This design comes from an exercise in tuning for small area, a short achievable clock period and few clock cycles per item on the open sky130 flow, not from production work. Only simulation tests tie the RTL to the original design; equivalence was not proved. Power and IR drop assume default switching activity.

==> flow/config.mk <==
export PLATFORM = sky130hd
export DESIGN_NAME = dcache
export DESIGN_NICKNAME = dcache
export VERILOG_FILES = /design/flow/design.v
export SDC_FILE = /design/flow/constraint.sdc
export NUM_CORES = 4
export LEC_CHECK = 0
export CAP_MARGIN = 20
export CORE_MARGIN = 2
export CORE_UTILIZATION = 40
export CTS_CLUSTER_DIAMETER = 100
export CTS_CLUSTER_SIZE = 20
export SETUP_SLACK_MARGIN = 5
export SLEW_MARGIN = 20
==> flow/run.sh <==
#!/bin/bash
# synth_recipe.tcl (not shown) runs the flow's synth.tcl, then flattens the netlist and writes it again
# the make line also repeats each setting of config.mk as NAME=value (left out here)
make -C /OpenROAD-flow-scripts/flow DESIGN_CONFIG=/design/flow/config.mk WORK_HOME=/design/flow/orfs CLKGATE_MAP_FILE= SYNTH_SCRIPT=/design/flow/synth_recipe.tcl finish
==> flow/design.v <==
module dcache #(
  parameter int LINES = 16,
  parameter int WORDS = 4,
  parameter int EK    = 4    
) (
  input  logic        clk,
  input  logic        reset,
  input  logic        read,
  input  logic        write,
  input  logic [31:0] address,
  input  logic [31:0] data_in,
  output logic [31:0] data_out,
  output logic        hit,
  output logic        done,
  output logic        busy,
  output logic        mem_req,
  output logic        mem_we,
  output logic [31:0] mem_addr,
  output logic [31:0] mem_wdata,
  input  logic [31:0] mem_rdata,
  input  logic        mem_ack
);
  localparam int IDX = $clog2(LINES);
  localparam int TW  = 28 - IDX;
  localparam int HW  = WORDS / 2;    
  typedef enum logic [2:0] {
    IDLE = 3'b000, LOOK = 3'b001, REFILL = 3'b011, WMEM = 3'b010, WDLY = 3'b110
  } state_t;
  state_t      state;
  logic        ph;        
  logic [31:2] ma;        
  logic [1:0]  roff;      
  logic        wfirst;    
  logic        pend;      
  logic [1:0]  pw;        
  logic [LINES-1:0]       valid;
  logic [TW-1:0]          tags [LINES];
  logic [HW-1:0][31:0]    slot0 [LINES];
  logic [HW-1:0][31:0]    slot1 [LINES];
  logic [IDX-1:0] ridx;
  logic [TW-1:0]  rtag;
  logic           lhit, last, unused_lsb;
  assign ridx = ma[3+IDX:4];
  assign rtag = ma[31:4+IDX];
  logic [LINES-1:0]       lsel;
  logic [HW-1:0][1:0]     ssel;
  logic [TW-1:0]          tsel;
  logic [31:0]            rword;
  logic [HW-1:0][1:0][31:0] rline;
  logic                   vsel;
  always_comb begin
    tsel = '0;
    rword = '0;
    vsel = 1'b0;
    rline = '0;
    for (int i = 0; i < LINES; i++) begin
      tsel = tsel | ({TW{lsel[i]}} & tags[i]);
      vsel = vsel | (lsel[i] & valid[i]);
      for (int h = 0; h < HW; h++) begin
        rline[h][0] = rline[h][0] | ({32{lsel[i]}} & slot0[i][h]);
        rline[h][1] = rline[h][1] | ({32{lsel[i]}} & slot1[i][h]);
      end
    end
    for (int h = 0; h < HW; h++)
      for (int s = 0; s < 2; s++)
        rword = rword | ({32{ssel[h][s]}} & rline[h][s]);
  end
  assign lhit = vsel && (tsel == rtag);
  logic [IDX-1:0] aidx;
  logic           emiss;
  assign aidx  = address[3+IDX:4];
  assign emiss = !valid[aidx] || (tags[aidx][EK-1:0] != address[4+IDX+EK-1:4+IDX]);
  assign last = (ma[3:2] == roff);
  assign mem_addr = {ma, 2'b00};
  assign unused_lsb = ^address[1:0];
  logic          dnow;     
  logic [HW-1:0] ldir, lstg, ld;
  logic [HW-1:0][31:0] wbus;
  always_comb begin
    dnow = (state == REFILL) && mem_ack && (ma[2] != ph);
    for (int h = 0; h < HW; h++) begin
      ldir[h] = dnow && (ma[3] == h[0]);
      lstg[h] = pend && (pw[0] != ph) && (pw[1] == h[0]);
      ld[h]   = ldir[h] || lstg[h];
      wbus[h] = lstg[h] ? mem_wdata : mem_rdata;
    end
  end
  always_ff @(posedge clk or posedge reset) begin
    if (reset) begin
      state   <= IDLE;
      ph      <= 1'b0;
      busy    <= 1'b0;
      done    <= 1'b0;
      hit     <= 1'b0;
      mem_req <= 1'b0;
      pend    <= 1'b0;
      valid   <= '0;
    end else begin
      ph   <= !ph;
      done <= 1'b0;
      pend <= 1'b0;
      case (state)
        IDLE: begin
          hit  <= 1'b0;
          busy <= write | read;
          if (write) begin
            state   <= WMEM;
            mem_req <= 1'b1;
          end else if (read) begin
            if (emiss) begin
              state   <= REFILL;
              mem_req <= 1'b1;
            end else begin
              state <= LOOK;
            end
          end
        end
        LOOK: begin
          hit <= lhit;
          if (lhit) begin
            done  <= 1'b1;
            busy  <= 1'b0;
            state <= IDLE;
          end else begin
            mem_req <= 1'b1;
            state   <= REFILL;
          end
        end
        REFILL: begin
          valid[ridx] <= 1'b1;
          pend <= mem_ack && (ma[2] == ph);
          if (mem_ack && last) begin
            busy    <= 1'b0;
            mem_req <= 1'b0;
            done    <= 1'b1;
            state   <= IDLE;
          end
        end
        WMEM: begin
          hit  <= lhit;
          pend <= lhit;
          if (mem_ack) begin
            mem_req <= 1'b0;
            if (wfirst && lhit && (ma[2] != ph)) begin
              state <= WDLY;
            end else begin
              busy  <= 1'b0;
              done  <= 1'b1;
              state <= IDLE;
            end
          end
        end
        WDLY: begin
          pend  <= 1'b1;
          busy  <= 1'b0;
          done  <= 1'b1;
          state <= IDLE;
        end
        default: state <= IDLE;
      endcase
    end
  end
  always_ff @(posedge clk) begin
    wfirst <= (state == IDLE);
    if (state == REFILL || state == WMEM) pw <= ma[3:2];
    data_out <= (state == LOOK) ? rword : mem_rdata;
    case (state)
      IDLE: begin
        lsel      <= LINES'(1) << address[3+IDX:4];
        ssel      <= (HW*2)'(1) << {address[3], address[2] ^ !ph};
        ma        <= {address[31:4], write ? address[3:2] : address[3:2] + 2'd1};
        roff      <= address[3:2];
        mem_we    <= write;
        mem_wdata <= data_in;
      end
      REFILL: begin
        mem_wdata <= mem_rdata;
        if (mem_ack) ma[3:2] <= ma[3:2] + 2'd1;
      end
      default: ;
    endcase
  end
  always_ff @(posedge clk) begin
    for (int i = 0; i < LINES; i++)
      for (int h = 0; h < HW; h++) begin
        slot1[i][h] <= slot0[i][h];
        slot0[i][h] <= (lsel[i] && ld[h]) ? wbus[h] : slot1[i][h];
      end
    if (state == REFILL) tags[ridx] <= rtag;
  end
endmodule
==> flow/constraint.sdc <==
create_clock -name core_clock -period 8.5 [get_ports {clk}]
set_input_delay 1.7000 -clock core_clock [delete_from_list [all_inputs] [get_ports {clk}]]
set_output_delay 1.7000 -clock core_clock [all_outputs]
set_load 0.01 [all_outputs]
==> run notes, run 1 <==
Total GRT Usage=~25%; largest family of logic cells by synthesized area=compound AO/OA/AOI/OAI gates; CTS Buf Count=around 150; Hold Crit Class=flip-flop to flip-flop; Hold Crit Start=slot0[15][30]$_DFF_P_; initial antenna violation count=5; f_max=287 MHz; max_cap viols=0; NetSw=~14 mW; Yosys cell types=50; # setup viols final=0; Comb power frac=between 20 and 30%; complex-gate fraction of the synthesized area=approximately 20%; Syn Area/Cell=~12 um2; port bufs=about 200; Cells after Synth=just over 7000; worst reg2reg path depth=8; Final period util=about two fifths; Synth Area in XOR/XNOR=0.398%; worst r2r dst=data_out[8]$_DFF_P_; Die Ht=461 um; Max VDD drop=0.000314 V; drt pass-1 iters=6; DR vias/cell=5.96; Final min period=between 3 and 4 ns; Hold Path Cell Cnt=0; worst r2r src=lsel[7]$_SDFFCE_PP0P_; Final Hold Vio Count=0; layout cell share with drive strength beyond 1=7.28%; unrepaired setup endpoints after global routing=true; Seq pwr share=between 50% and 60%; CTS tree=done; overall routed net length=~280000 um; Synth Area in Simple Gates=roughly 7.3%; dpl cells=between 9000 and 10000; Leak=between 30 and 40 nW; Cell Int Power=roughly 25 mW; Post-DP Area=between 0.08 and 0.09 mm2; CTS clock-pin slew for the worst setup and hold paths=0.08 ns; Clock Sinks=about 2600; H-Tree Depth=4; Initial Util=approximately two fifths; crit end category=flip-flop; Min-Delay Endpoint=slot1[15][30]$_DFF_P_; root buffer cell=clkbuf_16; crit path kind=input port to flip-flop; sw frac=a little over a third; grt ovf=0; DRC=0; Layout Nets=a little over 7000; Area Overhead vs Synth=12.1%; Post-synth EDFFs=471; number of synthesized register bits=2577; Primary FF master, synth=dfxtp_1; setup_tns=0 ns; CP max FO=42; status=complete, no violations; die width=around 460 um; post-route cell area=0.0937 mm2; Core Area=about 0.21 mm2; Max-slew headroom=~24%; gpl congestion=about 0.83; mapped cell area=around 0.084 mm2; mux contribution to synthesized area=1.42%; final std cells w/o fill=between 9000 and 10000; post-synthesis adder-cell area fraction=0.0749%; clock buffer depth=3; R2R Setup Slk=between 5 and 6 ns; first-pass GRT wire length=399000 um; number of I/O pins=202; vias in the first global route=around 58000; Fillers=between 15000 and 20000; Critical Path Start Type=input port; Clk pwr share=approximately a fifth; final antenna-violating net count=0; Routed WL per cell=~28 um; row cnt=roughly 170; Synth async-reset ratio=less than 1%; pwr dens=410 mW/mm2; dpl hpwl=between 100000 and 150000 um; Critical Path RT=a little over 9 ns; Clock Skews=between 0.05 and 0.06 ns; critical path arrival=around 4.2 ns; YS warnings=3; Die ar.=0.213 mm2; pin count of the biggest net entering global routing=~110; Starting DRT DRC Count=between 6000 and 7000; Slew @ Worst Pin=between 1 and 1.5 ns; register area share after synthesis=approximately 68%; vias=slightly below 60000; Clock Latency Late Sink=around 0.84 ns; Final Max Tran Viols=0
-- cells by family after synthesis --
family                   after synthesis
multiplexers                          90
other                                  1
adder cells (fa/ha/maj)                5
buffers and inverters                590
AO/OA/AOI/OAI                       2389
flip-flops                          2577
XOR/XNOR                              38
AND/OR/NAND/NOR                     1468
-- state kept, by name (all words and copies together) (netlist names), 2 cells and up --
register,flops
state,3
mem_wdata,32
data_out,32
roff,2
slot1,1024
valid,16
slot0,1024
tags,384
lsel,16
ma,30
ssel,4
pw,2
-- routing by layer --
layer | wire, um | up-vias | global-route usage [%]
met5 | 13 | - | 0
met4 | 9650 | 2 | 8.22
met3 | 21400 | 498 | 3.68
met2 | 126000 | 2712 | 40.8
met1 | 119000 | 29900 | 34.8
li1 | - | 26400 | -
-- synth_stat cells, types with 2 or more instances --
cell / count / area [um2]
a211oi_1: 2 / 15.0
a21o_1: 15 / 113
a21oi_1: 6 / 30.0
a221oi_1: 587 / 5140
a221oi_2: 24 / 360
a22o_1: 606 / 5310
a22oi_1: 68 / 510
a31o_2: 2 / 17.5
and2_1: 4 / 25.0
and3_1: 2 / 12.5
buf_1: 75 / 282
buf_2: 67 / 335
buf_4: 5 / 37.5
buf_6: 31 / 349
clkbuf_1: 403 / 1510
dfrtp_1: 25 / 626
dfxtp_1: 2081 / 41700
edfxtp_1: 471 / 14100
ha_1: 5 / 62.6
inv_1: 9 / 33.8
mux2i_1: 67 / 671
mux4_2: 23 / 518
nand2_1: 1213 / 4550
nand2b_1: 9 / 56.3
nand3_1: 15 / 75.1
nand4_1: 152 / 951
nor2_1: 38 / 143
nor2b_1: 4 / 25.0
nor3_1: 19 / 95.1
nor4_1: 4 / 25.0
nor4_4: 2 / 42.5
o211ai_1: 2 / 15.0
o21ai_0: 1068 / 5350
o22ai_1: 2 / 12.5
xnor2_1: 9 / 78.8
xor2_1: 29 / 254
-- stage by stage --
step	total power, mW	utilization, %	setup WS [ns]	hold WS (ns)
finish	38.4	45.2	5.01	0.341
global route	40.2	45.2	4.95	0.336
CTS	38.1	45.0	5.00	0.333
detailed placement	30.6	42.5	3.64	0.337
global placement	30.3	42.4	3.62	0.333
floorplan	25.8	-	4.88	0.331
-- placed cells by master (no fill, tap or decap), types with 5 or more instances in the layout --
cell,n
mux2i_4,11
a22o_1,606
xor2_1,29
nor2_1,25
clkbuf_1,31
buf_8,7
mux2i_2,23
mux2i_1,33
dfxtp_1,2080
a21o_1,15
mux4_2,23
nor3_2,5
edfxtp_1,471
dlymetal6s2s_1,13
ha_1,5
dfrtp_1,24
nand2_8,30
nand2_4,6
nor2_4,13
nor3_1,15
a21oi_1,6
buf_4,150
dlygate4sd2_1,38
clkdlybuf4s50_1,144
clkinv_8,5
inv_1,7
buf_6,14
buf_12,20
clkinv_16,6
a22oi_1,68
nand3_1,13
clkbuf_16,151
nand2_1,1178
xnor2_1,9
nand4_1,152
o21ai_0,1068
a221oi_2,25
nand2b_1,9
a221oi_1,586
-- power by group through the flow --
stage          Sequential, mW  Combinational, mW  Clock, mW
3_5_place_dp             20.1               10.5          0
3_3_place_gp             19.9               10.4          0
2_1_floorplan            19.3               6.59          0
5_1_grt                  20.1               12.2       7.86
4_1_cts                  19.6               11.1       7.42
6_report                 19.7               11.4       7.35
-- area by class of cell --
| cell class | instances | area (um2) | area share [%] |
|---|---|---|---|
| multi-input cells | 3994 | 25500 | 27.3 |
| repair buffers | 397 | 3990 | 4.26 |
| clock buffers | 179 | 3820 | 4.08 |
| clock inverters | 18 | 364 | 0.389 |
| inverters | 9 | 33.8 | 0.0361 |
| well taps | 2788 | 3490 | 3.72 |
| flip-flops and latches | 2577 | 56400 | 60.2 |
| diodes | 3 | 7.51 | 0.00801 |
-- worst max-delay path, cell delays in order --
cell and delay, ns:
clkdlybuf4s50_1 0.69, nand3_2 0.21, o21ai_4 0.20, buf_12 0.29
nand2_4 0.36, buf_16 0.39, nand2_1 0.11, o21ai_0 0.08
-- timing repair --
action	CTS	global route
endpoints found under the setup margin	1228	327
hold buffers	0	0
buffers inserted	59	11
pin swaps	1	0
resized for setup	112	49
cloned	4	2
-- how the worst max path moves through the flow --
stage / cells after the start / slack, ns / to / startpoint
global route: 6 / 4.95 / slot0[9][19]$_DFF_P_ / ph$_DFF_PP0_
CTS: 1 / 5.00 / mem_addr[28] / ma[28]$_DFFE_PP_
global placement: 8 / 3.62 / slot0[6][62]$_DFF_P_ / mem_ack
detailed placement: 8 / 3.64 / slot0[12][32]$_DFF_P_ / mem_ack
floorplan: 7 / 4.88 / state[1]$_DFFE_PP0P_ / address[4]
finish: 8 / 5.01 / slot0[13][60]$_DFF_P_ / mem_ack
Testbench counts, summed over its fixed seeds: cycles 150,630, items 24,000.
==> inputs of run 2 (changes only) <==
--- a/flow/design.v
+++ b/flow/design.v
@@ -34,7 +34,8 @@
   logic        pend;      
   logic [1:0]  pw;        
   logic [LINES-1:0]       valid;
-  logic [TW-1:0]          tags [LINES];
+  logic [TW-1:0]          tslot0 [LINES/2];
+  logic [TW-1:0]          tslot1 [LINES/2];
   logic [HW-1:0][31:0]    slot0 [LINES];
   logic [HW-1:0][31:0]    slot1 [LINES];
   logic [IDX-1:0] ridx;
@@ -43,6 +44,7 @@
   assign ridx = ma[3+IDX:4];
   assign rtag = ma[31:4+IDX];
   logic [LINES-1:0]       lsel;
+  logic [LINES/2-1:0][1:0] tsl;   
   logic [HW-1:0][1:0]     ssel;
   logic [TW-1:0]          tsel;
   logic [31:0]            rword;
@@ -53,8 +55,9 @@
     rword = '0;
     vsel = 1'b0;
     rline = '0;
+    for (int p = 0; p < LINES/2; p++)
+      tsel = tsel | ({TW{tsl[p][0]}} & tslot0[p]) | ({TW{tsl[p][1]}} & tslot1[p]);
     for (int i = 0; i < LINES; i++) begin
-      tsel = tsel | ({TW{lsel[i]}} & tags[i]);
       vsel = vsel | (lsel[i] & valid[i]);
       for (int h = 0; h < HW; h++) begin
         rline[h][0] = rline[h][0] | ({32{lsel[i]}} & slot0[i][h]);
@@ -67,9 +70,11 @@
   end
   assign lhit = vsel && (tsel == rtag);
   logic [IDX-1:0] aidx;
+  logic [TW-1:0]  atag;
   logic           emiss;
   assign aidx  = address[3+IDX:4];
-  assign emiss = !valid[aidx] || (tags[aidx][EK-1:0] != address[4+IDX+EK-1:4+IDX]);
+  assign atag  = (aidx[0] ^ ph) ? tslot1[aidx[IDX-1:1]] : tslot0[aidx[IDX-1:1]];
+  assign emiss = !valid[aidx] || (atag[EK-1:0] != address[4+IDX+EK-1:4+IDX]);
   assign last = (ma[3:2] == roff);
   assign mem_addr = {ma, 2'b00};
   assign unused_lsb = ^address[1:0];
@@ -164,9 +169,11 @@
     wfirst <= (state == IDLE);
     if (state == REFILL || state == WMEM) pw <= ma[3:2];
     data_out <= (state == LOOK) ? rword : mem_rdata;
+    for (int p = 0; p < LINES/2; p++) tsl[p] <= {tsl[p][0], tsl[p][1]};
     case (state)
       IDLE: begin
         lsel      <= LINES'(1) << address[3+IDX:4];
+        tsl       <= LINES'(1) << {address[3+IDX:5], address[4] ^ !ph};
         ssel      <= (HW*2)'(1) << {address[3], address[2] ^ !ph};
         ma        <= {address[31:4], write ? address[3:2] : address[3:2] + 2'd1};
         roff      <= address[3:2];
@@ -186,6 +193,9 @@
         slot1[i][h] <= slot0[i][h];
         slot0[i][h] <= (lsel[i] && ld[h]) ? wbus[h] : slot1[i][h];
       end
-    if (state == REFILL) tags[ridx] <= rtag;
+    for (int p = 0; p < LINES/2; p++) begin
+      tslot1[p] <= tslot0[p];
+      tslot0[p] <= (state == REFILL && ridx[IDX-1:1] == p && ridx[0] != ph) ? rtag : tslot1[p];
+    end
   end
 endmodule
==> flow/flow/run.sh (new file) <==
#!/bin/bash
# The standard layout (standard.sh, unchanged synthesis and steps) with two
# settings passed through the environment:
#  - port buffers made from buf_4 cells instead of the resizer's default pick
#    (a slow clkdlybuf4s50_1 that later repair cannot resize across footprints);
set -o pipefail
export BUFFER_PORTS_ARGS="-buffer_cell sky130_fd_sc_hd__buf_4"
export SETUP_SLACK_MARGIN=5.4
bash standard.sh > standard.log 2>&1
==> flow/standard.sh (new file) <==
#!/bin/bash
# synth_recipe.tcl (not shown) runs the flow's synth.tcl, then flattens the netlist and writes it again
# the make line also repeats each setting of config.mk as NAME=value (left out here)
make -C /OpenROAD-flow-scripts/flow DESIGN_CONFIG=/design/flow/config.mk WORK_HOME=/design/flow/orfs CLKGATE_MAP_FILE= SYNTH_SCRIPT=/design/flow/synth_recipe.tcl "${@:-finish}"
--- a/flow/config.mk
+++ b/flow/config.mk
@@ -10,5 +10,4 @@
 export CORE_UTILIZATION = 40
 export CTS_CLUSTER_DIAMETER = 100
 export CTS_CLUSTER_SIZE = 20
-export SETUP_SLACK_MARGIN = 5
 export SLEW_MARGIN = 20
removed: flow/run.sh
==> run notes, run 2 <==
critical path arrival=~1.5 ns; count leader, synth=dfxtp_1; Initial Util=around two fifths; Final period util=a little under two fifths; unrepaired setup endpoints after global routing=true; commonest cells after routing, fill and taps aside=dfxtp_1, nand2_1, o21ai_0, a22o_1, a221oi_1; crit path kind=flip-flop to output pin; Critical path buffers and inverters=1; pwr dens=429 mW/mm2; row cnt=~170; Final min period=around 3.2 ns; crit-path max cell delay=0.51 ns; Storage cell area=approximately 0.053 mm2; Hold Crit Class=flip-flop to flip-flop; worst reg2reg path depth=7; Die Ht=around 460 um; CP max stage cell=edfxtp_1; total power=about 40 mW; Cells after Synth=roughly 7600; register area share after synthesis=between 60% and 70%; Clock Skews=between 0.06 and 0.07 ns; delay-heaviest family, CP=flip-flops; Clock Sinks=between 2000 and 3000; Leak=~36 nW; die width=approximately 460 um; number of I/O pins=a little over 200; M3 GR Usage=approximately 4.8%; CP max FO=1; drt pass-1 iters=7; Area Overhead vs Synth=12.9%; H-Tree Depth=4; Starting DRT DRC Count=7619; Hold Path Cell Cnt=0; vias=63000; Fillers=19000; Max VDD drop=roughly 0.00031 V; final antenna-violating net count=0; gpl congestion=between 0.8 and 0.9; Final Max Tran Viols=0; Routed WL per cell=28.8 um; area of the multi-input gates=a little under 0.03 mm2; Final Hold Vio Count=0; Primary FF master, synth=dfxtp_1; initial antenna violation count=8; mapped cell area=0.0828 mm2; setup_tns=0 ns; status=complete, no violations; CP Cell Sequence=buf_6; Critical Path RT=between 6 and 7 ns; Synth async-reset ratio=less than 1%; Hold Crit Start=tslot0[4][6]$_DFF_P_; GRT met1 Usage=between 30% and 40%; Synth top area share=60.0%; post-synth top area cell=dfxtp_1; GRT met2 Usage=about 43%; CTS tree=done; clock buffer depth=3; worst r2r src=lsel[1]$_SDFFCE_PP0P_; commonest non-fill, non-tap cell in the layout=dfxtp_1; Syn Area/Cell=between 10 and 15 um2; Die ar.=approximately 0.21 mm2; layout cell share with drive strength beyond 1=12.8%; Largest regs=slot0 x1024, slot1 x1024; worst hold margin=around 0.32 ns; overall routed net length=between 200000 and 300000 um; Critical Path Start Type=flip-flop; YS warnings=5; Area contributors post-synth=dfxtp_1, o21ai_0, nand2_1; CTS clock-pin slew for the worst setup and hold paths=0.08 ns; port bufs=197; Slew @ Worst Pin=about 1.1 ns; Core Area=a little over 0.2 mm2; pin count of the biggest net entering global routing=about 120; DR vias/cell=around 6.1; CTS Buf Count=roughly 150; crit end category=output pin; number of synthesized register bits=about 2600; first-pass GRT wire length=roughly 420000 um; pre-CTS setup slack=around 3.9 ns; root buffer cell=clkbuf_16; Max-slew headroom=between 20% and 30%; DRC=0; grt ovf=0; Final WS setup=5.30 ns; vias in the first global route=~61000; GR peak layer=met2; Post-synth EDFFs=a little under 90; R2R Setup Slk=5.31 ns; dpl hpwl=about 140000 um; Synth top cells by count=dfxtp_1, nand2_1, o21ai_0, a22o_1, clkbuf_1; Min-Delay Endpoint=tslot1[4][6]$_DFF_P_; f_max=312 MHz; CTS Hold Bufs=0; # setup viols final=0; worst r2r dst=data_out[27]$_DFF_P_; max_cap viols=0; Clock Latency Late Sink=0.84 ns; Yosys cell types=80; Layout Nets=7688; post-layout util=between 40% and 50%; Total GRT Usage=between 20% and 30%
run 2: changes by cell type after synthesis, sizes merged, moves of 16 or more:
cell    previous run  this run
a22oi             68       286
a221oi           611       496
nand2           1213      1197
buf              178       150
clkbuf           403       497
dfxtp           2081      2481
mux4              23         3
nand3             15        57
a22o             606       502
mux2               0       193
edfxtp           471        87
nor2              38        69
a41oi              0        20
run 2: worst max-delay path by stage:
stage | from | cells after the start | slack [ns] | endpoint
4_1_cts | mem_we$_DFFE_PP_ | 1 | 5.27 | mem_we
3_3_place_gp | address[6] | 10 | 3.95 | state[1]$_DFFE_PP0P_
5_1_grt | state[1]$_DFFE_PP0P_ | 11 | 5.26 | slot0[1][60]$_DFF_P_
6_report | mem_we$_DFFE_PP_ | 1 | 5.30 | mem_we
2_1_floorplan | address[5] | 10 | 4.96 | state[1]$_DFFE_PP0P_
3_5_place_dp | address[6] | 10 | 3.90 | state[1]$_DFFE_PP0P_
run 2: final cells by class:
type | count | share of cell area (%)
inverter | 20 | 0.0856
sequential | 2593 | 56.6
tap | 2704 | 3.62
antenna | 4 | 0.0107
multi-input combinational | 4376 | 30.9
clock buffer | 173 | 4.11
timing repair buffer | 444 | 4.46
clock inverter | 15 | 0.265
run 2: timing repair:
| item | 4_1_cts | 5_1_grt |
|---|---|---|
| gates cloned | 32 | 15 |
| setup buffers | 80 | 48 |
| endpoints found under the setup margin | 1164 | 1002 |
| resized for setup | 190 | 53 |
| pin swaps | 16 | 20 |
run 2: power breakdown:
group / internal, mW / switching (mW)
registers: 17.6 / 2.93
logic: 4.44 / 7.74
clock network: 3.24 / 4.09
run 2: kinds of logic (layout without fill, tap and decap cells):
| kind of cell | Yosys count | in the layout | share of synthesized area (%) |
|---|---|---|---|
| DFF | 2593 | 2593 | 63.9 |
| AOI/OAI and AO/OA | 2474 | 2474 | 20.8 |
| and+or+nand+nor | 1554 | 1592 | 7.90 |
| buffers and inverters | 667 | 652 | 3.38 |
| muxes | 269 | 269 | 3.59 |
| xor gates and xnor gates | 35 | 35 | 0.379 |
| adders and majority gates | 4 | 4 | 0.0604 |
| other | 1 | 6 | 0.00453 |
run 2: through the flow:
step / instances / area, um2
3_3_place_gp: 9959 / 86300
6_report: 10300 / 93500
2_1_floorplan: 7598 / 82900
4_1_cts: 10300 / 92600
3_5_place_dp: 9961 / 86400
5_1_grt: 10300 / 93500
run 2: routing by layer:
layer	part of all wire, %	vias up
li1	-	27700
met2	45	3281
met5	0.013	-
met1	42	31300
met3	9.2	708
met4	4.0	6
Testbench counts of run 2, summed over its fixed seeds: cycles 150,630, items 24,000.
==> inputs of run 3 (changes only) <==
--- a/flow/design.v
+++ b/flow/design.v
@@ -24,7 +24,8 @@
   localparam int TW  = 28 - IDX;
   localparam int HW  = WORDS / 2;    
   typedef enum logic [2:0] {
-    IDLE = 3'b000, LOOK = 3'b001, REFILL = 3'b011, WMEM = 3'b010, WDLY = 3'b110
+    IDLE = 3'b000, LOOK = 3'b001, LOOK2 = 3'b101, REFILL = 3'b011, WMEM = 3'b010,
+    WDLY = 3'b110
   } state_t;
   state_t      state;
   logic        ph;        
@@ -34,8 +35,9 @@
   logic        pend;      
   logic [1:0]  pw;        
   logic [LINES-1:0]       valid;
-  logic [TW-1:0]          tslot0 [LINES/2];
-  logic [TW-1:0]          tslot1 [LINES/2];
+  logic [EK-1:0]          tlow   [LINES];
+  logic [TW-1:EK]         tslot0 [LINES/2];
+  logic [TW-1:EK]         tslot1 [LINES/2];
   logic [HW-1:0][31:0]    slot0 [LINES];
   logic [HW-1:0][31:0]    slot1 [LINES];
   logic [IDX-1:0] ridx;
@@ -45,10 +47,11 @@
   assign rtag = ma[31:4+IDX];
   logic [LINES-1:0]       lsel;
   logic [LINES/2-1:0][1:0] tsl;   
-  logic [HW-1:0][1:0]     ssel;
+  logic [HW-1:0]          hsel;
+  logic                   late;   
   logic [TW-1:0]          tsel;
   logic [31:0]            rword;
-  logic [HW-1:0][1:0][31:0] rline;
+  logic [HW-1:0][31:0]    rline;
   logic                   vsel;
   always_comb begin
     tsel = '0;
@@ -56,25 +59,22 @@
     vsel = 1'b0;
     rline = '0;
     for (int p = 0; p < LINES/2; p++)
-      tsel = tsel | ({TW{tsl[p][0]}} & tslot0[p]) | ({TW{tsl[p][1]}} & tslot1[p]);
+      tsel[TW-1:EK] = tsel[TW-1:EK] | ({(TW-EK){tsl[p][0]}} & tslot0[p])
+                                    | ({(TW-EK){tsl[p][1]}} & tslot1[p]);
     for (int i = 0; i < LINES; i++) begin
+      tsel[EK-1:0] = tsel[EK-1:0] | ({EK{lsel[i]}} & tlow[i]);
       vsel = vsel | (lsel[i] & valid[i]);
-      for (int h = 0; h < HW; h++) begin
-        rline[h][0] = rline[h][0] | ({32{lsel[i]}} & slot0[i][h]);
-        rline[h][1] = rline[h][1] | ({32{lsel[i]}} & slot1[i][h]);
-      end
+      for (int h = 0; h < HW; h++)
+        rline[h] = rline[h] | ({32{lsel[i]}} & slot0[i][h]);
     end
     for (int h = 0; h < HW; h++)
-      for (int s = 0; s < 2; s++)
-        rword = rword | ({32{ssel[h][s]}} & rline[h][s]);
+      rword = rword | ({32{hsel[h]}} & rline[h]);
   end
   assign lhit = vsel && (tsel == rtag);
   logic [IDX-1:0] aidx;
-  logic [TW-1:0]  atag;
   logic           emiss;
   assign aidx  = address[3+IDX:4];
-  assign atag  = (aidx[0] ^ ph) ? tslot1[aidx[IDX-1:1]] : tslot0[aidx[IDX-1:1]];
-  assign emiss = !valid[aidx] || (atag[EK-1:0] != address[4+IDX+EK-1:4+IDX]);
+  assign emiss = !valid[aidx] || (tlow[aidx] != address[4+IDX+EK-1:4+IDX]);
   assign last = (ma[3:2] == roff);
   assign mem_addr = {ma, 2'b00};
   assign unused_lsb = ^address[1:0];
@@ -123,9 +123,13 @@
         LOOK: begin
           hit <= lhit;
           if (lhit) begin
-            done  <= 1'b1;
-            busy  <= 1'b0;
-            state <= IDLE;
+            if (late) begin
+              state <= LOOK2;
+            end else begin
+              done  <= 1'b1;
+              busy  <= 1'b0;
+              state <= IDLE;
+            end
           end else begin
             mem_req <= 1'b1;
             state   <= REFILL;
@@ -155,6 +159,11 @@
             end
           end
         end
+        LOOK2: begin
+          done  <= 1'b1;
+          busy  <= 1'b0;
+          state <= IDLE;
+        end
         WDLY: begin
           pend  <= 1'b1;
           busy  <= 1'b0;
@@ -168,13 +177,14 @@
   always_ff @(posedge clk) begin
     wfirst <= (state == IDLE);
     if (state == REFILL || state == WMEM) pw <= ma[3:2];
-    data_out <= (state == LOOK) ? rword : mem_rdata;
+    data_out <= (state == LOOK || state == LOOK2) ? rword : mem_rdata;
     for (int p = 0; p < LINES/2; p++) tsl[p] <= {tsl[p][0], tsl[p][1]};
     case (state)
       IDLE: begin
         lsel      <= LINES'(1) << address[3+IDX:4];
         tsl       <= LINES'(1) << {address[3+IDX:5], address[4] ^ !ph};
-        ssel      <= (HW*2)'(1) << {address[3], address[2] ^ !ph};
+        hsel      <= HW'(1) << address[3];
+        late      <= address[2] ^ !ph;
         ma        <= {address[31:4], write ? address[3:2] : address[3:2] + 2'd1};
         roff      <= address[3:2];
         mem_we    <= write;
@@ -193,9 +203,11 @@
         slot1[i][h] <= slot0[i][h];
         slot0[i][h] <= (lsel[i] && ld[h]) ? wbus[h] : slot1[i][h];
       end
+    if (state == REFILL) tlow[ridx] <= rtag[EK-1:0];
     for (int p = 0; p < LINES/2; p++) begin
       tslot1[p] <= tslot0[p];
-      tslot0[p] <= (state == REFILL && ridx[IDX-1:1] == p && ridx[0] != ph) ? rtag : tslot1[p];
+      tslot0[p] <= (state == REFILL && ridx[IDX-1:1] == (IDX-1)'(p) && ridx[0] != ph)
+                   ? rtag[TW-1:EK] : tslot1[p];
     end
   end
 endmodule
==> run notes, run 3 <==
first-pass GRT wire length=around 360000 um; YS warnings=5; Final min period=3.23 ns; Hold Crit Class=flip-flop to flip-flop; Primary FF master, synth=dfxtp_1; Starting DRT DRC Count=about 5200; Max-slew headroom=23.0%; vias in the first global route=around 52000; port bufs=roughly 200; Die Ht=443 um; Core Area=around 0.19 mm2; initial antenna violation count=11; Fillers=approximately 17000; setup_tns=0 ns; Die ar.=0.196 mm2; CTS Hold Bufs=0; layout cell share with drive strength beyond 1=14.5%; mapped cell area=between 0.07 and 0.08 mm2; Synth top cells by count=dfxtp_1, nand2_1, o21ai_0, clkbuf_1, a22o_1; post-route cell area=between 0.08 and 0.09 mm2; Final Hold Vio Count=0; Cells after Synth=6737; root buffer cell=clkbuf_16; Total GRT Usage=around a quarter; count leader, synth=dfxtp_1; vias=around 53000; DR vias/cell=5.55; Syn Area/Cell=~11 um2; die width=between 400 and 500 um; commonest non-fill, non-tap cell in the layout=dfxtp_1; CTS clock-pin slew for the worst setup and hold paths=around 0.090 ns; pin count of the biggest net entering global routing=68; overall routed net length=between 200000 and 300000 um; Leak=between 30 and 40 nW; total power=~37 mW; grt ovf=0; dpl hpwl=roughly 130000 um; pwr dens=417 mW/mm2; Slew @ Worst Pin=1.15 ns; clock buffer depth=3; CTS Buf Count=between 100 and 150; Routed WL per cell=~27 um; row cnt=160; Final Max Tran Viols=0; Synth top area share=roughly 63%; Area contributors post-synth=dfxtp_1, o21ai_0, edfxtp_1; number of synthesized register bits=roughly 2600; f_max=309 MHz; Final WS setup=between 5 and 6 ns; Post-synth EDFFs=149; Post-DP Area=approximately 0.08 mm2; Synth async-reset ratio=0.965%; Yosys cell types=between 60 and 70; final antenna-violating net count=0; Area Overhead vs Synth=14.9%; Clock Latency Late Sink=roughly 0.84 ns; CP max FO=2; Clock Sinks=2591; gpl congestion=just over 0.8; drt pass-1 iters=8; pre-CTS setup slack=about 3.9 ns; number of I/O pins=between 200 and 250; unrepaired setup endpoints after global routing=true; commonest cells after routing, fill and taps aside=dfxtp_1, nand2_1, o21ai_0, buf_4, a22o_1; Final period util=about two fifths; status=complete, no violations; Critical Path Start Type=flip-flop; critical path arrival=between 1.5 and 2 ns; H-Tree Depth=4; Critical Path RT=6.80 ns; Max VDD drop=between 0.0002 and 0.00025 V; # setup viols final=0; post-synth top area cell=dfxtp_1; CTS tree=done; crit path kind=flip-flop to output pin; register area share after synthesis=between 60 and 70%; crit end category=output pin; Layout Nets=roughly 7000; DRC=0; Clock Skews=0.0554 ns; Largest regs=slot0 x1024, slot1 x1024; R2R Setup Slk=approximately 5.4 ns; max_cap viols=0; Initial Util=between 40% and 50%
-- run 3: worst paths after layout --
check,startpoint,endpoint,cells after the start
max,ma[9]$_DFFE_PP_,mem_addr[9],2
min,slot0[7][54]$_DFF_P_,slot1[7][54]$_DFF_P_,0
max reg2reg,lsel[2]$_SDFFCE_PP0P_,state[1]$_DFFE_PP0P_,11
min reg2reg,slot0[7][54]$_DFF_P_,slot1[7][54]$_DFF_P_,0
max in group asynchronous,reset,state[2]$_DFFE_PP0P_,2
min in group asynchronous,reset,hit$_DFFE_PP0P_,2
-- run 3: what timing repair did --
action                     in CTS  in global routing
cloned                         27                  4
setup endpoints to repair    1109                482
resized for setup             216                 40
pin swaps                      16                  9
buffers inserted              127                 46
-- run 3: cells by family (layout without fill, tap and decap cells) --
logic type | after synthesis | count (layout) | synth area share (%)
buffers and inverters | 514 | 739 | 2.69
flip-flops | 2591 | 2591 | 69.5
other | 1 | 8 | 0.00487
multiplexers | 254 | 254 | 3.97
AO/OA/AOI/OAI | 1871 | 1871 | 15.6
XOR/XNOR | 41 | 41 | 0.467
adder cells (fa/ha/maj) | 5 | 5 | 0.0813
AND/OR/NAND/NOR | 1460 | 1463 | 7.67
-- run 3: layer usage --
layer | global-route usage [%] | up-vias | share of wire (%)
li1 | - | 23900 | -
met1 | 33.7 | 26300 | 43
met2 | 40.2 | 1968 | 46
met3 | 3.51 | 439 | 6.7
met4 | 9.93 | 8 | 4.2
met5 | 0 | - | 0.023
-- run 3: area by class of cell --
type                       instances  area, um2  share of cell area [%]
tap                             2511       3140                    3.55
sequential                      2591      53500                    60.6
clock buffer                     173       3860                    4.37
timing repair buffer             538       5530                    6.26
multi-input combinational       3636      22000                    24.9
antenna                            6       15.0                  0.0170
inverter                          13       51.3                  0.0580
clock inverter                    15        263                   0.297
-- run 3: where the power goes --
group | total (mW) | switching (mW) | internal, mW
sequential | 20.0 | 2.34 | 17.7
combinational | 9.54 | 5.90 | 3.64
clock | 7.29 | 4.02 | 3.26
total | 36.8 | 12.3 | 24.6
-- run 3: metrics by stage --
stage	cells	util, %	hold WS [ns]
2_1_floorplan	6738	-	0.331
3_3_place_gp	9084	42.5	0.334
3_5_place_dp	9085	42.5	0.336
4_1_cts	9427	46.1	0.304
5_1_grt	9478	46.4	0.320
6_report	9483	46.4	0.309
-- run 3: worst max-delay path, stage by stage (launching register included) --
cell      delay (ns)
edfxtp_1        0.43
buf_6           0.15
buf_6           0.12
Testbench counts of run 3, summed over its fixed seeds: cycles 154,456, items 24,000.
==> inputs of run 4 (changes only) <==
--- a/flow/design.v
+++ b/flow/design.v
@@ -82,10 +82,10 @@
   logic [HW-1:0] ldir, lstg, ld;
   logic [HW-1:0][31:0] wbus;
   always_comb begin
-    dnow = (state == REFILL) && mem_ack && (ma[2] != ph);
+    dnow = (state == REFILL) && mem_ack && (ma[3] != ph);
     for (int h = 0; h < HW; h++) begin
-      ldir[h] = dnow && (ma[3] == h[0]);
-      lstg[h] = pend && (pw[0] != ph) && (pw[1] == h[0]);
+      ldir[h] = dnow && (ma[2] == h[0]);
+      lstg[h] = pend && (pw[1] != ph) && (pw[0] == h[0]);
       ld[h]   = ldir[h] || lstg[h];
       wbus[h] = lstg[h] ? mem_wdata : mem_rdata;
     end
@@ -137,7 +137,7 @@
         end
         REFILL: begin
           valid[ridx] <= 1'b1;
-          pend <= mem_ack && (ma[2] == ph);
+          pend <= mem_ack && (ma[3] == ph);
           if (mem_ack && last) begin
             busy    <= 1'b0;
             mem_req <= 1'b0;
@@ -150,7 +150,7 @@
           pend <= lhit;
           if (mem_ack) begin
             mem_req <= 1'b0;
-            if (wfirst && lhit && (ma[2] != ph)) begin
+            if (wfirst && lhit && (ma[3] != ph)) begin
               state <= WDLY;
             end else begin
               busy  <= 1'b0;
@@ -183,8 +183,8 @@
       IDLE: begin
         lsel      <= LINES'(1) << address[3+IDX:4];
         tsl       <= LINES'(1) << {address[3+IDX:5], address[4] ^ !ph};
-        hsel      <= HW'(1) << address[3];
-        late      <= address[2] ^ !ph;
+        hsel      <= HW'(1) << address[2];
+        late      <= address[3] ^ !ph;
         ma        <= {address[31:4], write ? address[3:2] : address[3:2] + 2'd1};
         roff      <= address[3:2];
         mem_we    <= write;
==> run notes, run 4 <==
Clock Latency Late Sink=around 0.85 ns; count leader, synth=dfxtp_1; crit path kind=flip-flop to output pin; H-Tree Depth=4; CP max FO=2; drt pass-1 iters=6; DR vias/cell=about 5.5; Critical Path Start Type=flip-flop; Clock Sinks=between 2000 and 3000; die width=around 440 um; gpl congestion=0.830; DRC=0; Starting DRT DRC Count=5234; grt ovf=0; setup_tns=0 ns; Area contributors post-synth=dfxtp_1, o21ai_0, edfxtp_1; Hold Crit Class=flip-flop to flip-flop; total power=about 36 mW; Cells after Synth=around 6700; CTS clock-pin slew for the worst setup and hold paths=roughly 0.080 ns; initial antenna violation count=7; Max-slew headroom=25.7%; Initial Util=around 40%; Max VDD drop=0.000218 V; Total GRT Usage=around a quarter; Synth async-reset ratio=less than 1%; Die ar.=0.196 mm2; Core Area=about 0.19 mm2; commonest non-fill, non-tap cell in the layout=dfxtp_1; Routed WL per cell=about 26 um; Critical Path RT=a little under 7 ns; row cnt=between 150 and 200; # setup viols final=0; YS warnings=5; Die Ht=between 400 and 500 um; Hold Path Cell Cnt=0; CTS Buf Count=roughly 150; number of I/O pins=between 200 and 250; Critical path buffers and inverters=1; max_cap viols=0; overall routed net length=244000 um; post-synthesis adder-cell area fraction=less than 1%; largest family of logic cells by synthesized area=compound AO/OA/AOI/OAI gates; Synth top cells by count=dfxtp_1, nand2_1, o21ai_0, clkbuf_1, a22o_1; Synth Area in Simple Gates=roughly 7.7%; CP max stage cell=edfxtp_1; port bufs=~200; crit-path max cell delay=about 0.54 ns; layout cell share with drive strength beyond 1=between 10% and 20%; Final Max Tran Viols=0; Largest regs=slot0 x1024, slot1 x1024; final std cells w/o fill=~9400; mapped cell area=0.0769 mm2; vias in the first global route=around 51000; root buffer cell=clkbuf_16; R2R Setup Slk=5.29 ns; final antenna-violating net count=0; unrepaired setup endpoints after global routing=true; register area share after synthesis=between 60% and 70%; status=complete, no violations; CP Depth=1; post-synth top area cell=dfxtp_1; Layout Nets=between 6000 and 7000; mux contribution to synthesized area=around 4.0%; pwr dens=412 mW/mm2; Final min period=between 3 and 4 ns; crit end category=output pin; worst reg2reg path depth=11; Primary FF master, synth=dfxtp_1; complex-gate fraction of the synthesized area=approximately 16%; Synth Area in XOR/XNOR=0.456%; delay-heaviest family, CP=flip-flops; dpl hpwl=approximately 130000 um; Synth top area share=a little over three fifths; critical path arrival=roughly 1.6 ns; Post-synth EDFFs=about 150; Clock Skews=approximately 0.07 ns; first-pass GRT wire length=between 300000 and 400000 um; pin count of the biggest net entering global routing=67; commonest cells after routing, fill and taps aside=dfxtp_1, nand2_1, o21ai_0, buf_4, a22o_1; dpl cells=around 9100; Final period util=approximately two fifths; Leak=between 30 and 40 nW; f_max=around 310 MHz; CP Cell Sequence=buf_6; CTS Hold Bufs=0; vias=~52000; CTS tree=done; Final Hold Vio Count=0; clock buffer depth=3; Area Overhead vs Synth=14.1%; number of synthesized register bits=approximately 2600; Syn Area/Cell=11.4 um2; Yosys cell types=60; Slew @ Worst Pin=1.11 ns
## run 4: logic make-up after synthesis
group                    count (synthesis)
other                                    1
AND/OR/NAND/NOR                       1461
XOR/XNOR                                40
AO/OA/AOI/OAI                         1871
multiplexers                           254
flip-flops                            2591
adder cells (fa/ha/maj)                  5
buffers and inverters                  514
## run 4: final timing paths
path                                  startpoint               endpoint
min                        slot0[13][48]$_DFF_P_  slot1[13][48]$_DFF_P_
max reg2reg                lsel[3]$_SDFFCE_PP0P_   state[1]$_DFFE_PP0P_
max in group asynchronous                  reset    mem_req$_DFFE_PP0P_
min reg2reg                slot0[13][48]$_DFF_P_  slot1[13][48]$_DFF_P_
min in group asynchronous                  reset        hit$_DFFE_PP0P_
max                              ma[3]$_DFFE_PP_            mem_addr[3]
## run 4: cell type report
type / instances / area (um2)
Antenna cell: 9 / 22.5
Timing Repair Buffer: 470 / 4580
Clock inverter: 18 / 347
Sequential cell: 2591 / 53500
Tap cell: 2511 / 3140
Inverter: 13 / 52.6
Fill cell: 17300 / 103000
Multi-Input combinational cell: 3645 / 22300
Clock buffer: 173 / 3820
## run 4: report_power, final
part           internal, mW  switching (mW)
Sequential             17.5            2.21
Combinational          3.38            5.75
Clock                  3.25            4.06
## run 4: through the flow
stage	worst slack (ns)	utilization, %	area [um2]	hold slack, ns
after CTS	5.13	45.7	87100	0.314
after floorplan	4.87	-	76900	0.331
after global routing	5.10	46.0	87800	0.319
final	5.24	46.1	87800	0.312
after global placement	4.13	42.4	80800	0.333
after detailed placement	4.15	42.4	80900	0.336
## run 4: repair_timing
action	in CTS	in global routing
buffers inserted	101	22
endpoints found under the setup margin	1290	762
resized for setup	200	57
pin swaps	12	6
gates cloned	11	13
## run 4: metal layers
metal | GRT usage, % | vias up | part of all wire [%] | routed length (um)
met2 | 37.9 | 1993 | 46 | 112000
met1 | 31.9 | 26100 | 44 | 107000
met3 | 3.92 | 387 | 7.2 | 17500
met4 | 7.53 | 2 | 3.3 | 7990
met5 | 0 | - | 0.0074 | 18
li1 | - | 23900 | - | -
Testbench counts of run 4, summed over its fixed seeds: cycles 153,843, items 24,000.
==> inputs of run 5 (changes only) <==
--- a/flow/config.mk
+++ b/flow/config.mk
@@ -7,7 +7,7 @@
 export LEC_CHECK = 0
 export CAP_MARGIN = 20
 export CORE_MARGIN = 2
-export CORE_UTILIZATION = 40
+export CORE_UTILIZATION = 50
 export CTS_CLUSTER_DIAMETER = 100
 export CTS_CLUSTER_SIZE = 20
 export SLEW_MARGIN = 20
==> run notes, run 5 <==
CTS tree=done; M3 GR Usage=under 10%; H-Tree Depth=4; number of I/O pins=around 200; Final min period=roughly 3.2 ns; DRC=0; dpl hpwl=between 100000 and 150000 um; Primary FF master, synth=dfxtp_1; pre-CTS setup slack=4.21 ns; mapped cell area=~0.077 mm2; max_cap viols=0; commonest cells after routing, fill and taps aside=dfxtp_1, nand2_1, o21ai_0, buf_4, a22o_1; pwr dens=roughly 410 mW/mm2; Synth top area share=around 63%; Yosys cell types=60; Hold Crit Start=slot0[10][49]$_DFF_P_; Clock Skews=~0.03 ns; CP Cell Sequence=buf_12 > a221oi_1 > nand4_1 > xor2_1 > nor4_2 > nand4_1 > nor4_2 > buf_4 > mux2_1 > a221o_1; GRT met2 Usage=a little under half; Slew @ Worst Pin=about 1.2 ns; CP max stage cell=edfxtp_1; Area Overhead vs Synth=12.5%; setup_tns=0 ns; Critical path buffers and inverters=2; die width=396 um; post-route cell area=slightly below 0.09 mm2; Routed WL per cell=around 27 um; delay-heaviest family, CP=simple AND/OR/NAND/NOR gates; Area contributors post-synth=dfxtp_1, o21ai_0, edfxtp_1; Starting DRT DRC Count=4726; GRT met1 Usage=between 40 and 50%; Clock Latency Late Sink=0.80 ns; initial antenna violation count=10; # setup viols final=0; Leak=about 34 nW; commonest non-fill, non-tap cell in the layout=dfxtp_1; crit end category=flip-flop; drt pass-1 iters=5; port bufs=between 150 and 200; Cells after Synth=6737; Syn Area/Cell=roughly 11 um2; crit-path max cell delay=0.51 ns; grt ovf=0; Die Ht=around 400 um; row cnt=143; Critical Path Start Type=flip-flop; Hold Crit Class=flip-flop to flip-flop; Fillers=~13000; Initial Util=around half; Final Hold Vio Count=0; Post-DP Area=between 0.08 and 0.09 mm2; CTS Buf Count=147; count leader, synth=dfxtp_1; CP max FO=40; unrepaired setup endpoints after global routing=true; Final Max Tran Viols=0; Max-slew headroom=19.2%; worst setup path start=lsel[14]$_SDFFCE_PN0P_; pin count of the biggest net entering global routing=72; post-synth top area cell=dfxtp_1; Die ar.=approximately 0.16 mm2; critical path arrival=a little under 4 ns; number of synthesized register bits=about 2600; Clock Sinks=roughly 2600; Core Area=0.152 mm2; f_max=approximately 310 MHz; final antenna-violating net count=0; Final period util=between 30% and 40%; worst r2r src=lsel[14]$_SDFFCE_PN0P_; vias in the first global route=50500; status=complete, no violations; Largest regs=slot0 x1024, slot1 x1024; first-pass GRT wire length=345000 um; clock buffer depth=3; Max VDD drop=about 0.00024 V; GR peak layer=met2; overall routed net length=around 240000 um; DR vias/cell=slightly below 6; Critical Path RT=just over 9 ns; Post-synth EDFFs=149; vias=around 52000; Layout Nets=just under 7000; YS warnings=5; register area share after synthesis=69.6%; Synth top cells by count=dfxtp_1, nand2_1, o21ai_0, clkbuf_1, a22o_1; root buffer cell=clkbuf_16; gpl congestion=0.811; Final WS setup=~5.3 ns; crit path kind=flip-flop to flip-flop; Synth async-reset ratio=less than 1%; CTS clock-pin slew for the worst setup and hold paths=about 0.09 ns; Total GRT Usage=~30%; post-layout util=56.8%; layout cell share with drive strength beyond 1=13.2%
[run 5: cell counts after synthesis]
Identical to the previous run, type by type.
[run 5: power by group]
group          internal (mW)  switching [mW]
logic                   3.35            5.61
registers               17.5            2.21
clock network           3.26            3.92
[run 5: timing repair]
item,CTS,global route
hold buffers,0,0
setup buffers,88,29
setup endpoints to repair,321,995
pin swaps,3,3
resized for setup,107,63
gates cloned,15,1
[run 5: cell type report]
type,count,area (um2),share of cell area [%]
inverters,13,48.8,0.0564
repair buffers,464,4380,5.06
clock inverters,11,129,0.149
diodes,2,5.00,0.00579
flip-flops and latches,2591,53500,61.9
well taps,2030,2540,2.94
clock buffers,177,3900,4.51
multi-input cells,3633,22000,25.4
[run 5: routing by layer]
metal | part of all wire (%) | vias to the layer above | wire length, um
met5 | 0.020 | - | 47
met4 | 2.3 | 8 | 5470
met3 | 8.3 | 335 | 19800
met2 | 44 | 2022 | 104000
met1 | 46 | 25600 | 108000
li1 | - | 23800 | -
[run 5: through the flow]
step           hold slack [ns]  power (mW)  std cells
3_5_place_dp             0.337        27.8       8598
4_1_cts                  0.339        35.6       8889
2_1_floorplan            0.331        24.0       6738
3_3_place_gp             0.333        27.5       8598
6_report                 0.336        35.9       8921
5_1_grt                  0.353        37.6       8919
[run 5: path summary, 6_finish.rpt]
check / endpoint / slack (ns) / cells after the start
worst max-delay path: state[1]$_DFFE_PP0P_ / 5.29 / 10
worst min-delay path: slot1[10][49]$_DFF_P_ / 0.34 / 0
worst max register to register: state[1]$_DFFE_PP0P_ / 5.29 / 10
worst min register to register: slot1[10][49]$_DFF_P_ / 0.34 / 0
max in group asynchronous: state[2]$_DFFE_PP0P_ / 7.10 / 2
min in group asynchronous: hit$_DFFE_PP0P_ / 0.96 / 2
[run 5: kinds of logic after synthesis]
logic type | after synthesis | synth area share, %
flops | 2591 | 69.6
compound gates | 1871 | 15.6
simple gates | 1461 | 7.66
buf+inv | 514 | 2.68
mux | 254 | 3.98
xor+xnor | 40 | 0.456
fa+ha+maj | 5 | 0.0814
other cells | 1 | 0.00488
==> inputs of run 6 (changes only) <==
--- a/flow/config.mk
+++ b/flow/config.mk
@@ -9,5 +9,5 @@
 export CORE_MARGIN = 2
 export CORE_UTILIZATION = 50
 export CTS_CLUSTER_DIAMETER = 100
-export CTS_CLUSTER_SIZE = 20
+export CTS_CLUSTER_SIZE = 25
 export SLEW_MARGIN = 20
==> run notes, run 6 <==
DR vias/cell=about 5.8; commonest non-fill, non-tap cell in the layout=dfxtp_1; Leak=33.6 nW; vias in the first global route=49800; Die Ht=about 400 um; number of synthesized register bits=2591; pin count of the biggest net entering global routing=between 70 and 80; number of I/O pins=between 200 and 250; Area contributors post-synth=dfxtp_1, o21ai_0, edfxtp_1; layout cell share with drive strength beyond 1=between 10 and 15%; CTS clock-pin slew for the worst setup and hold paths=~0.11 ns; count leader, synth=dfxtp_1; Yosys cell types=60; Clock Sinks=2591; f_max=312 MHz; Synth top cells by count=dfxtp_1, nand2_1, o21ai_0, clkbuf_1, a22o_1; delay-heaviest family, CP=simple AND/OR/NAND/NOR gates; mux contribution to synthesized area=approximately 4.0%; mapped cell area=around 0.077 mm2; Area Overhead vs Synth=11.2%; die width=between 300 and 400 um; crit path kind=flip-flop to flip-flop; total power=roughly 35 mW; setup_tns=0 ns; grt ovf=0; Slew @ Worst Pin=~1.1 ns; CP Cell Sequence=buf_6 > a22o_1 > a221oi_1 > nand4_1 > xor2_1 > nor4_2 > nand4_1 > nor4_2 > buf_4 > mux2_1 > a221o_1; Final period util=37.7%; first-pass GRT wire length=between 300000 and 400000 um; Fillers=about 13000; max_cap viols=0; Critical Path RT=~9.2 ns; pwr dens=408 mW/mm2; Starting DRT DRC Count=between 4000 and 5000; Core Area=0.152 mm2; final antenna-violating net count=0; complex-gate fraction of the synthesized area=between 15 and 20%; CP max stage cell=edfxtp_1; critical path arrival=about 3.9 ns; Hold Crit Class=flip-flop to flip-flop; status=complete, no violations; Syn Area/Cell=~11 um2; worst hold margin=between 0.3 and 0.4 ns; Largest regs=slot0 x1024, slot1 x1024; Post-synth EDFFs=149; unrepaired setup endpoints after global routing=true; Final Hold Vio Count=0; largest family of logic cells by synthesized area=compound AO/OA/AOI/OAI gates; Synth Area in XOR/XNOR=less than 1%; drt pass-1 iters=6; register area share after synthesis=a little under 70%; Total GRT Usage=29.3%; Synth top area share=a little over three fifths; Primary FF master, synth=dfxtp_1; clock buffer depth=3; crit-path max cell delay=~0.43 ns; gpl congestion=between 0.8 and 0.9; DRC=0; CP max FO=13; initial antenna violation count=11; Initial Util=about half; Layout Nets=roughly 6900; vias=between 50000 and 60000; Clock Latency Late Sink=between 0.7 and 0.8 ns; commonest cells after routing, fill and taps aside=dfxtp_1, nand2_1, o21ai_0, buf_4, a22o_1; Synth async-reset ratio=less than 1%; overall routed net length=between 200000 and 250000 um; Cells after Synth=approximately 6700; dpl cells=about 8600; post-synthesis adder-cell area fraction=0.0814%; post-synth top area cell=dfxtp_1; root buffer cell=clkbuf_16; Synth Area in Simple Gates=7.66%; Critical Path Start Type=flip-flop; port bufs=approximately 200; dpl hpwl=122000 um; Clock Skews=roughly 0.042 ns; Routed WL per cell=about 27 um; Die ar.=roughly 0.16 mm2; crit end category=flip-flop; Max-slew headroom=between 20% and 30%; YS warnings=5; Critical path buffers and inverters=2; Max VDD drop=0.000228 V; Storage cell area=0.0535 mm2; H-Tree Depth=3; Final Max Tran Viols=0; area of the multi-input gates=0.0221 mm2; final std cells w/o fill=between 8000 and 9000; CTS Buf Count=113; Final min period=3.21 ns; CTS tree=done; # setup viols final=0; row cnt=around 140
[run 6: cell counts after synthesis]
Identical to the previous run, type by type.
[run 6: worst paths after layout]
path,slack (ns),start,cells past startpoint,to
max,5.29,lsel[1]$_SDFFCE_PP0P_,11,state[1]$_DFFE_PP0P_
min,0.34,slot0[15][20]$_DFF_P_,0,slot1[15][20]$_DFF_P_
max reg2reg,5.29,lsel[1]$_SDFFCE_PP0P_,11,state[1]$_DFFE_PP0P_
min reg2reg,0.34,slot0[15][20]$_DFF_P_,0,slot1[15][20]$_DFF_P_
max in group asynchronous,7.08,reset,2,state[2]$_DFFE_PP0P_
min in group asynchronous,0.98,reset,2,hit$_DFFE_PP0P_
[run 6: metal layers]
metal	GRT usage, %	wire (um)
met3	5.10	20900
met2	44.7	104000
met1	43.7	108000
met4	6.02	4860
met5	0	70
[run 6: power by group]
group	total [mW]	switching, mW	internal (mW)	leakage [nW]
clock	6.16	3.71	2.45	1.46
combinational	9.00	5.66	3.34	10.4
sequential	19.7	2.19	17.5	21.7
[run 6: cell families (layout without fill, tap and decap cells)]
kind of cell,after synthesis,after routing
xor gates and xnor gates,40,40
and+or+nand+nor,1461,1461
DFF,2591,2591
adders and majority gates,5,5
other,1,4
muxes,254,254
AOI/OAI and AO/OA,1871,1871
buffers and inverters,514,625
[run 6: cell type report]
class / instances / area share [%]
sequential: 2591 / 62.6
multi-input combinational: 3633 / 25.8
timing repair buffer: 470 / 5.12
clock buffer: 137 / 3.44
tap: 2030 / 2.97
inverter: 13 / 0.0570
clock inverter: 5 / 0.0556
antenna: 2 / 0.00585
[run 6: repair_timing]
item,in CTS,in global routing
cloned,13,6
hold buffers,0,0
endpoints found under the setup margin,337,955
pin swaps,4,4
gates resized for setup,91,89
buffers inserted,84,36
[run 6: per-stage QoR]
stage	instance area, um2	setup slack [ns]	util [%]
2_1_floorplan	76900	4.87	-
3_3_place_gp	80300	4.21	52.7
3_5_place_dp	80300	4.21	52.7
4_1_cts	84700	5.27	55.7
5_1_grt	85500	5.20	56.2
6_report	85500	5.29	56.2
==> inputs of run 7 (changes only) <==
--- a/flow/flow/run.sh
+++ b/flow/flow/run.sh
@@ -5,5 +5,5 @@
 #    (a slow clkdlybuf4s50_1 that later repair cannot resize across footprints);
 set -o pipefail
 export BUFFER_PORTS_ARGS="-buffer_cell sky130_fd_sc_hd__buf_4"
-export SETUP_SLACK_MARGIN=5.4
+export SETUP_SLACK_MARGIN=5.7
 bash standard.sh > standard.log 2>&1
==> run notes, run 7 <==
status=complete, no violations; critical path arrival=between 3 and 4 ns; drt pass-1 iters=5; Die Ht=just under 400 um; die width=between 300 and 400 um; Initial Util=a little over 50%; Max VDD drop=~0.00026 V; Critical Path RT=9.17 ns; Core Area=approximately 0.15 mm2; Largest regs=slot0 x1024, slot1 x1024; commonest non-fill, non-tap cell in the layout=dfxtp_1; post-synth top area cell=dfxtp_1; Layout Nets=6966; Storage cell area=~0.054 mm2; initial antenna violation count=19; mapped cell area=a little under 0.08 mm2; CTS Buf Count=114; Post-synth EDFFs=about 150; CP max stage cell=mux4_2; CP max FO=9; final antenna-violating net count=0; gpl congestion=around 0.83; CTS tree=done; Slew @ Worst Pin=0.995 ns; Synth top cells by count=dfxtp_1, nand2_1, o21ai_0, clkbuf_1, a22o_1; clock buffer depth=3; vias in the first global route=about 50000; crit path kind=input port to flip-flop; # setup viols final=0; Critical path buffers and inverters=1; H-Tree Depth=3; Total GRT Usage=between 20% and 30%; uppermost routed layer=met5; Post-DP Area=0.0802 mm2; CTS clock-pin slew for the worst setup and hold paths=approximately 0.10 ns; Final WS setup=a little over 5 ns; pwr dens=around 410 mW/mm2; Final min period=between 3 and 4 ns; Primary FF master, synth=dfxtp_1; register area share after synthesis=a little over two thirds; Final Hold Vio Count=0; total power=35.3 mW; Routed WL per cell=a little under 30 um; Cells after Synth=6737; Final Max Tran Viols=0; Die ar.=0.157 mm2; area of the multi-input gates=0.0231 mm2; Starting DRT DRC Count=~6500; crit end category=flip-flop; pre-CTS setup slack=slightly below 4 ns; M1 WL=approximately 110000 um; vias=53500; number of I/O pins=just over 200; first-pass GRT wire length=between 300000 and 400000 um; YS warnings=5; Hold Crit Class=flip-flop to flip-flop; DR vias/cell=between 5 and 6; layout cell share with drive strength beyond 1=between 10 and 15%; Fillers=12900; row cnt=approximately 140; unrepaired setup endpoints after global routing=true; Area Overhead vs Synth=13.1%; f_max=around 300 MHz; max_cap viols=0; Yosys cell types=60; post-layout util=a little under three fifths; Clock Skews=0.0697 ns; Max-slew headroom=between 30% and 40%; Synth async-reset ratio=less than 1%; Critical Path Start Type=input port; commonest cells after routing, fill and taps aside=dfxtp_1, nand2_1, o21ai_0, buf_4, a22o_1; Area contributors post-synth=dfxtp_1, o21ai_0, edfxtp_1; number of synthesized register bits=~2600; Clock Sinks=2591; Crit path top cell by count=mux4_2; root buffer cell=clkbuf_16; grt ovf=0; Clock Latency Late Sink=around 0.79 ns; overall routed net length=~260000 um; crit-path max cell delay=0.56 ns; delay-heaviest family, CP=multiplexers; Syn Area/Cell=~11 um2; Final period util=around 39%; Leak=roughly 34 nW; met3 WL=between 20000 and 25000 um; count leader, synth=dfxtp_1; DRC=0; post-route cell area=between 0.08 and 0.09 mm2; port bufs=roughly 200; Synth top area share=~63%; pin count of the biggest net entering global routing=67; setup_tns=0 ns; CTS Hold Bufs=0; dpl hpwl=around 120000 um; DR WL met2=approximately 120000 um; CP Cell Sequence=buf_16 > mux4_2 > mux4_2 > xor2_2 > nor3_4 > nand4b_1 > a21oi_1 > a2111oi_2 > o22a_1
run 7: cell counts after synthesis:
No cell type changed its count.
run 7: path summary, 6_finish.rpt:
kind / to / start / cells after the start / slack, ns
worst min-delay path: slot1[1][23]$_DFF_P_ / slot0[1][23]$_DFF_P_ / 0 / 0.32
worst min register to register: slot1[1][23]$_DFF_P_ / slot0[1][23]$_DFF_P_ / 0 / 0.32
min in group asynchronous: done$_DFF_PP0_ / reset / 2 / 1.01
worst max-delay path: mem_req$_DFFE_PP0P_ / address[4] / 9 / 5.18
worst max register to register: state[1]$_DFFE_PP0P_ / lsel[1]$_SDFFCE_PP0P_ / 10 / 5.33
max in group asynchronous: valid[1]$_DFFE_PP0P_ / reset / 2 / 6.99
run 7: area by class of cell:
cell class	instances	area share, %
multi-input cells	3671	26.6
diodes	4	0.0115
clock inverters	9	0.174
inverters	13	0.0590
flip-flops and latches	2591	61.6
clock buffers	135	3.40
well taps	2030	2.92
repair buffers	469	5.28
run 7: cell families after synthesis:
kind of cell               count (synthesis)  synth area share [%]
DFF                                     2591                  69.6
AOI/OAI and AO/OA                       1871                  15.6
and+or+nand+nor                         1461                  7.66
buffers and inverters                    514                  2.68
muxes                                    254                  3.98
xor gates and xnor gates                  40                 0.456
adders and majority gates                  5                0.0814
other                                      1               0.00488
run 7: power by group:
part / internal, mW / switching [mW] / total (mW)
Sequential: 17.5 / 2.21 / 19.8
Combinational: 3.45 / 5.86 / 9.31
Clock: 2.48 / 3.77 / 6.26
run 7: per-layer routing:
metal | vias up | track usage (%)
li1 | 23800 | -
met1 | 26600 | 42.5
met2 | 2628 | 45.1
met3 | 391 | 4.16
met4 | 6 | 6.79
met5 | - | 0
run 7: what timing repair did:
| item | 4_1_cts | 5_1_grt |
|---|---|---|
| setup endpoints to repair | 1291 | 953 |
| resized for setup | 281 | 85 |
| cloned | 8 | 38 |
| pin swaps | 28 | 11 |
| endpoints found under the hold margin | 0 | 0 |
| buffers inserted | 114 | 43 |
run 7: worst reg2reg max path, cell delays in order (launching register included):
cell and delay, ns:
edfxtp_1 0.55, a22o_1 0.30, a221oi_2 0.17, nand4_1 0.24
xor2_4 0.26, nor4_4 0.28, nand4_1 0.22, nor4_4 0.25
buf_6 0.17, mux2_4 0.30, a221o_1 0.35
run 7: through the flow:
stage	hold slack, ns	instances
after floorplan	0.331	6738
after global placement	0.333	8568
after detailed placement	0.336	8571
after CTS	0.324	8837
after global routing	0.338	8918
final	0.321	8922

[port drivers added, routing unchanged]
How much do the figures lean on ideal ports? The routed layouts below were timed once more, with nothing changed but the port constraints. Step 1, drivers: a clkbuf_16 drives clk and a buf_2 each remaining input, both assumed. Step 2 adds t to the input delays and takes it off the output delays; t is the mean of the earliest and latest rising clock arrival at the registers after step 1. Input paths then give back, and output paths get back, about the clock's delay inside the block. Three values: no drivers, after step 1, after step 2; two values: the first two.
run	t, ns	setup WS [ns]	worst setup path at the end	slew at the worst register clock pin (ns)	worst data-port slew with drivers (ns)
run 1	0.906	5.012 / 4.976 / 4.167	input to register	0.09 / 0.09	0.07
run 2	0.901	5.300 / 5.211 / 4.337	input to register	0.09 / 0.09	0.29
run 3	0.897	5.269 / 5.185 / 4.331	input to register	0.09 / 0.09	0.21
run 4	0.906	5.235 / 5.149 / 4.388	input to register	0.09 / 0.09	0.17
run 5	0.874	5.286 / 5.212 / 4.424	input to register	0.09 / 0.09	0.18
run 6	0.835	5.292 / 5.218 / 4.419	input to register	0.11 / 0.11	0.19
run 7	0.840	5.182 / 5.126 / 4.286	input to register	0.11 / 0.11	0.22
After both steps setup and hold are still met in every run listed. For run 2, which loses most, drivers alone change the setup slack by -0.089 ns; drivers and shift together by -0.963 ns.
